Source: an optimization exercise on an open RTL-to-GDS flow (aim: small area). Production flows keep margins and buffers that such runs may drop.
The RTL was checked by simulation tests, not by an equivalence proof against the original design.
No activity file was given, so power comes from the tool's default toggle rates.

==> flow/design.v (excerpt) <==
module dev_top (
    input  logic                       clk_60m,
    input  logic                       rst_n,
    input  logic                       upc_cfg_uart_rx,
    output logic                       upc_cfg_uart_tx,
    input  logic [dev_pkg::byte_w-1:0] upconvert_cfg_data,
    input  logic                       upconvert_cfg_data_valid,
    output logic [dev_pkg::byte_w-1:0] upconvert_rd_data,
    output logic                       upconvert_rd_data_valid,
    input  logic                       pc_lcuart_rx,
    output logic                       pc_lcuart_tx,
    input  logic                       pc_lctx_en,
    input  logic [dev_pkg::byte_w-1:0] pc_lctx_data,
    output logic [dev_pkg::byte_w-1:0] pc_lcrx_data,
    output logic                       pc_lcrx_data_valid,
    input  logic                       pc_rmuart_rx,
    output logic                       pc_rmuart_tx,
    input  logic                       pc_rmtx_en,
  ...
export LEC_CHECK = 0
export ABC_AREA = 1
export CAP_MARGIN = 20
export CORE_MARGIN = 2
export CORE_UTILIZATION = 40
export CTS_BUF_LIST = sky130_fd_sc_hd__clkbuf_8
export CTS_CLUSTER_DIAMETER = 60
export CTS_CLUSTER_SIZE = 16
export SLEW_MARGIN = 20
create_clock -name core_clock -period 10.0 [get_ports {clk_60m}]
standard.sh (not shown) runs the stock make flow with config.mk's settings and CLKGATE_MAP_FILE= SYNTH_SCRIPT=/design/flow/synth_recipe.tcl, a recipe that flattens the netlist after the stock synthesis.
==> flow/flow/run.sh <==
#!/bin/bash
# The standard layout (standard.sh) with three changes:
#  - synthesis maps the logic with an area-oriented ABC script (flow/area.abc) in place of
#    ORFS's; everything else in synthesis, the registers included, is synth_recipe.tcl as given
#  - ports are buffered with sky130_fd_sc_hd__buf_1 instead of the cell buffer_ports picks
#    by itself (a 10 um2 delay buffer)
#  - the clock tree is built without dummy loads
# make's output goes to standard.log, ORFS's per-step logs to orfs/logs/
set -euo pipefail
W=$(pwd)
cat > "$W/synth_area.tcl" <<EOF
# synth_recipe.tcl with ABC's script replaced by flow/area.abc
proc abc {args} {
  set i [lsearch -exact \$args -script]
  if {\$i >= 0} { set args [lreplace \$args [expr {\$i + 1}] [expr {\$i + 1}] {$W/flow/area.abc}] }
  yosys abc {*}\$args
}
source {$W/synth_recipe.tcl}
EOF
sed "s|SYNTH_SCRIPT=[^ ]*|SYNTH_SCRIPT=$W/synth_area.tcl|" standard.sh > standard_area.sh
grep -q "SYNTH_SCRIPT=$W/synth_area.tcl" standard_area.sh
export BUFFER_PORTS_ARGS="-buffer_cell sky130_fd_sc_hd__buf_1"
export CTS_ARGS="-sink_clustering_enable -repair_clock_nets -dont_use_dummy_load -buf_list sky130_fd_sc_hd__clkbuf_8 -sink_clustering_size 16 -sink_clustering_max_diameter 60"
bash standard_area.sh > standard.log 2>&1
==> flow/flow/area.abc <==
strash
balance
rewrite
refactor
balance
rewrite
rewrite -z
balance
refactor -z
rewrite -z
balance
dch -f
amap
topo
dnsize -c
The first run finished clean.
Edit:
==> flow/flow/run.sh (replaced) <==
#!/bin/bash
# The standard layout (standard.sh) with two changes:
#  - ports are buffered with sky130_fd_sc_hd__buf_1 instead of the cell buffer_ports picks
#    by itself (a 10 um2 delay buffer)
#  - the clock tree is built without dummy loads
# every tool's output goes to logs under this folder (make's to standard.log, ORFS's own
# per-step logs to orfs/logs/)
set -euo pipefail
export BUFFER_PORTS_ARGS="-buffer_cell sky130_fd_sc_hd__buf_1"
export CTS_ARGS="-sink_clustering_enable -repair_clock_nets -dont_use_dummy_load -buf_list sky130_fd_sc_hd__clkbuf_8 -sink_clustering_size 20 -sink_clustering_max_diameter 80"
bash standard.sh > standard.log 2>&1
removed: flow/flow/area.abc
Result: Sequential power grows by a few percent. Clock skew grows by 25 ps. Final area grows by a few percent.
Edit:
--- a/flow/flow/run.sh
+++ b/flow/flow/run.sh
@@ -8,4 +8,4 @@
 set -euo pipefail
 export BUFFER_PORTS_ARGS="-buffer_cell sky130_fd_sc_hd__buf_1"
-export CTS_ARGS="-sink_clustering_enable -repair_clock_nets -dont_use_dummy_load -buf_list sky130_fd_sc_hd__clkbuf_8 -sink_clustering_size 20 -sink_clustering_max_diameter 80"
+export CTS_ARGS="-sink_clustering_enable -repair_clock_nets -dont_use_dummy_load -buf_list sky130_fd_sc_hd__clkbuf_8 -sink_clustering_size 16 -sink_clustering_max_diameter 60"
 bash standard.sh > standard.log 2>&1
Effect: The changed run ran to the end with no violations; wire length went up slightly; worst setup slack improves by 39 ps; global-route usage went up by 0.30 points; hold slack improves by 42 ps; area after synthesis stays the same; power went up by a few percent; fmax went up slightly.

[what the ideal ports hide]
How much do the figures lean on ideal ports? The routed layouts below were timed once more, with nothing changed but the port constraints. Step 1 sets driving cells, clkbuf_16 on the clock port and buf_2 on the other inputs (assumed; they add their load-dependent delay and slew). Step 2 adds t to the input delays and takes it off the output delays; t is the mean of the earliest and latest rising clock arrival at the registers after step 1. Input paths then give back, and output paths get back, about the clock's delay inside the block. a / b / c = ideal ports / drivers / drivers and shift; a / b = the first two.
run	t, ns	slack for setup (ns)	latest minus earliest clock arrival (ns)	slew at the worst register clock pin (ns)	cell pins on the clock port's net
the first run	0.592	4.591 / 4.541 / 5.133	0.064 / 0.065	0.10 / 0.10	1
the second run	0.649	5.218 / 5.169 / 5.818	0.082 / 0.081	0.12 / 0.12	1
the third run	0.628	5.257 / 5.211 / 5.839	0.054 / 0.054	0.10 / 0.10	1
After both steps every run listed still meets setup and hold.
